This design comes from an exercise in tuning for small area, a short achievable clock period and few clock cycles per item on the open sky130 flow, not from production work.
RTL that was checked went through simulation tests only; none was proved equivalent to the original.
Power is estimated from default activity; no workload was simulated.

Setup of run 1:
==> flow/design.v <==
package ooo_pkg;
    localparam int DATA_W    = 8;
    localparam int REG_COUNT = 8;
endpackage
`timescale 1ns/1ps
module ooo_core (
    input  logic       clk,
    input  logic       rst,
    input  logic       in_valid,
    input  logic [2:0] in_op,
    input  logic [2:0] in_dst,
    input  logic [2:0] in_src_a,
    input  logic [2:0] in_src_b,
    input  logic [7:0] in_imm,
    output logic       retire_valid,
    output logic [2:0] retire_dst,
    output logic [7:0] retire_value
);
    logic       x_valid;
    logic [2:0] x_dst;
    logic [1:0] x_op;
    logic [7:0] x_a;
    logic [7:0] x_b;
    logic       x_fwd_a;
    logic       x_fwd_b;
    logic [7:0] regfile [8];
    logic       ldi;
    logic [7:0] a;
    logic [7:0] b;
    logic [7:0] sum;
    logic [7:0] result;
    logic [7:0] wdata;
    logic [7:0] wen;
    logic       rst_q;
    logic [7:0] sel_a;
    logic [7:0] sel_b;
    logic [7:0] rd_a;
    logic [7:0] rd_b;
    assign ldi = in_op[2];
    always_comb begin
        rd_a = '0;
        rd_b = '0;
        for (int r = 0; r < 8; r++) begin
            sel_a[r] = !rst_q && in_src_a == 3'(r);
            sel_b[r] = !rst_q && !ldi && in_src_b == 3'(r);
            rd_a = rd_a | (regfile[r] & {8{sel_a[r]}});
            rd_b = rd_b | (regfile[r] & {8{sel_b[r]}});
        end
    end
    always_ff @(posedge clk) begin
        rst_q <= rst;
        x_valid <= in_valid && !rst;
        x_dst <= in_dst;
        x_op <= ldi ? 2'd0 : in_op[1:0];
        x_a <= ldi ? in_imm : rd_a;
        x_b <= rd_b;
        x_fwd_a <= !ldi && x_valid && in_src_a == x_dst;
        x_fwd_b <= !ldi && x_valid && in_src_b == x_dst;
    end
    assign a = x_fwd_a ? retire_value : x_a;
    assign b = x_fwd_b ? retire_value : x_b;
    assign sum = a + (b ^ {8{x_op[0]}}) + {7'd0, x_op[0]};
    always_comb begin
        case (x_op)
            2'd2:    result = a & b;
            2'd3:    result = a ^ b;
            default: result = sum;
        endcase
    end
    assign wdata = rst_q ? 8'd0 : result;
    for (genvar r = 0; r < 8; r++) begin : g_wen
        assign wen[r] = rst_q || (x_valid && x_dst == 3'(r));
    end
    always_ff @(posedge clk) begin
        for (int r = 0; r < 8; r++) begin
            if (wen[r]) begin
                regfile[r] <= wdata;
            end
        end
    end
    always_ff @(posedge clk) begin
        retire_valid <= x_valid && !rst;
        retire_dst <= x_dst;
        retire_value <= result;
    end
endmodule
==> flow/config.mk <==
export PLATFORM = sky130hd
export DESIGN_NAME = ooo_core
export DESIGN_NICKNAME = ooo_core
export VERILOG_FILES = /design/flow/design.v
export SDC_FILE = /design/flow/constraint.sdc
export NUM_CORES = 4
export LEC_CHECK = 0
export ABC_AREA = 1
export CAP_MARGIN = 20
export CORE_MARGIN = 2
export CORE_UTILIZATION = 40
export PLACE_DENSITY = 0.6
export SETUP_SLACK_MARGIN = 5
export SLEW_MARGIN = 20
export TNS_END_PERCENT = 10
==> flow/constraint.sdc <==
create_clock -name core_clock -period 8.0 [get_ports {clk}]
set_input_delay 1.6000 -clock core_clock [delete_from_list [all_inputs] [get_ports {clk}]]
set_output_delay 1.6000 -clock core_clock [all_outputs]
set_load 0.01 [all_outputs]
standard.sh (not shown) runs the stock make flow with config.mk's settings and CLKGATE_MAP_FILE= SYNTH_SCRIPT=/design/flow/synth_recipe.tcl, a recipe that flattens the netlist after the stock synthesis.
==> flow/flow/run.sh <==
#!/bin/bash
# The standard layout, with two changes:
#  - synthesis maps logic with an area-oriented ABC script (flow/area.abc) and
#    without ORFS's half/full-adder cell mapping; registers are mapped exactly
#    as in the standard synthesis, which runs the same script otherwise;
#  - timing repair aims below the limit the standard settings allow.
# Each step's full log is in orfs/logs; make's own output is in standard_flow.log.
set -euo pipefail
here=$(pwd)
export MY_ABC_SCRIPT=$here/flow/area.abc
bash standard.sh SYNTH_SCRIPT=$here/flow/synth.tcl ADDER_MAP_FILE= SETUP_SLACK_MARGIN=${MARGIN:-5.7} finish > standard_flow.log 2>&1
==> flow/flow/area.abc <==
strash
ifraig
scorr
dc2
strash
&get -n
&dch -f
&nf
&put
topo
stime -c
==> flow/flow/synth.tcl <==
proc synth {args} { yosys synth -nofsm -noshare {*}$args }
# Map logic with the area-oriented ABC script given in MY_ABC_SCRIPT instead of ORFS's
proc abc {args} {
  set i [lsearch -exact $args -script]
  if {$i >= 0} { set args [lreplace $args $i [expr {$i + 1}] -script $::env(MY_ABC_SCRIPT)] }
  yosys abc {*}$args
}
source $::env(SCRIPTS_DIR)/synth.tcl
# left out here: clear keep_hierarchy, flatten, clean up, hide names made inside functions, write 1_2_yosys.v
Run 1: flow completed, timing, DRC and antenna clean
Testbench counts of run 1, summed over its fixed seeds: cycles 4,816, items 4,800.
> inputs changed (run 1 -> run 2)
==> flow/design.v, changed modules only <==
module ooo_core (
    input  logic       clk,
    input  logic       rst,
    input  logic       in_valid,
    input  logic [2:0] in_op,
    input  logic [2:0] in_dst,
    input  logic [2:0] in_src_a,
    input  logic [2:0] in_src_b,
    input  logic [7:0] in_imm,
    output logic       retire_valid,
    output logic [2:0] retire_dst,
    output logic [7:0] retire_value
);
    logic       x_valid;
    logic [2:0] x_dst;
    logic [1:0] x_op;
    logic [7:0] x_a;
    logic [7:0] x_b;
    logic       x_fwd_a;
    logic       x_fwd_b;
    logic [7:0] regfile [8];
    logic       ldi;
    logic [7:0] a;
    logic [7:0] b;
    logic [7:0] sum;
    logic [7:0] result;
    logic [7:0] wdata;
    logic [7:0] wen;
    assign ldi = in_op[2];
    always_ff @(posedge clk) begin
        x_valid <= in_valid && !rst;
        x_dst <= in_dst;
        x_op <= ldi ? 2'd0 : in_op[1:0];
        x_a <= ldi ? in_imm : regfile[in_src_a];
        x_b <= ldi ? 8'd0 : regfile[in_src_b];
        x_fwd_a <= !ldi && x_valid && in_src_a == x_dst;
        x_fwd_b <= !ldi && x_valid && in_src_b == x_dst;
    end
    assign a = x_fwd_a ? retire_value : x_a;
    assign b = x_fwd_b ? retire_value : x_b;
    assign sum = a + (b ^ {8{x_op[0]}}) + {7'd0, x_op[0]};
    always_comb begin
        case (x_op)
            2'd2:    result = a & b;
            2'd3:    result = a ^ b;
            default: result = sum;
        endcase
    end
    assign wdata = rst ? 8'd0 : result;
    for (genvar r = 0; r < 8; r++) begin : g_wen
        assign wen[r] = rst || (x_valid && x_dst == 3'(r));
    end
    always_ff @(posedge clk) begin
        for (int r = 0; r < 8; r++) begin
            if (wen[r]) begin
                regfile[r] <= wdata;
            end
        end
    end
    always_ff @(posedge clk) begin
        retire_valid <= x_valid && !rst;
        retire_dst <= x_dst;
        retire_value <= result;
    end
endmodule
## What came out
- Against run 1, timing-limited maximum frequency in run 2 fell by a little under 10%.
- On HPWL reported at the end of detailed placement, the lower figure sits with run 2, not run 1.
- Length in cells of the worst reg-to-reg path in run 2 is 2 below run 1.
- Summary of run 2 over run 1: count of non-CTS inverters in the layout climbed 1; final routed wirelength across all metal layers shows a reduction of 0.95%; synthesis-to-finish area growth has decreased; die area saw little to no change; leakage power figure fell by about 8%.
- NOTE: final critical delay including setup and external delays in run 2 exceeds that of run 1
- Diff run 1 -> run 2: worst slack at placement closely matched the old numbers, hold slack shows an increase of 0.014 ns, count of non-filler cells in the finished layout fell 12, portion of total power attributed to the clock network down 2.3 points.
The RTL of run 2 was laid out without a check of its function.

[re-timing with driven ports]
In the flow no input, the clock included, has a driving cell. The finished layouts below were timed again as built, in two steps. Step 1, drivers: a clkbuf_16 drives clk and a buf_2 each remaining input, both assumed. Step 2 moves the port delays by t, midway between the first and last clock arrival at a register: inputs arrive t later, outputs are due t later. That takes back most of the time a late clock gives input paths. Three values: no drivers, after step 1, after step 2; two values: the first two.
| run | shift t [ns] | setup slack, ns | hold slack, ns | clock arrival spread, ns | worst register clock-pin slew, ns |
|---|---|---|---|---|---|
| run 1 | 0.385 | 5.298 / 5.298 / 5.114 | 0.455 / 0.455 / 0.455 | 0.011 / 0.011 | 0.10 / 0.10 |
| run 2 | 0.398 | 5.032 / 5.031 / 4.659 | 0.469 / 0.469 / 0.469 | 0.010 / 0.011 | 0.10 / 0.10 |
After both steps setup and hold are still met in every run listed. For run 2, which loses most, drivers alone change the setup slack by -0.001 ns; drivers and shift together by -0.373 ns.
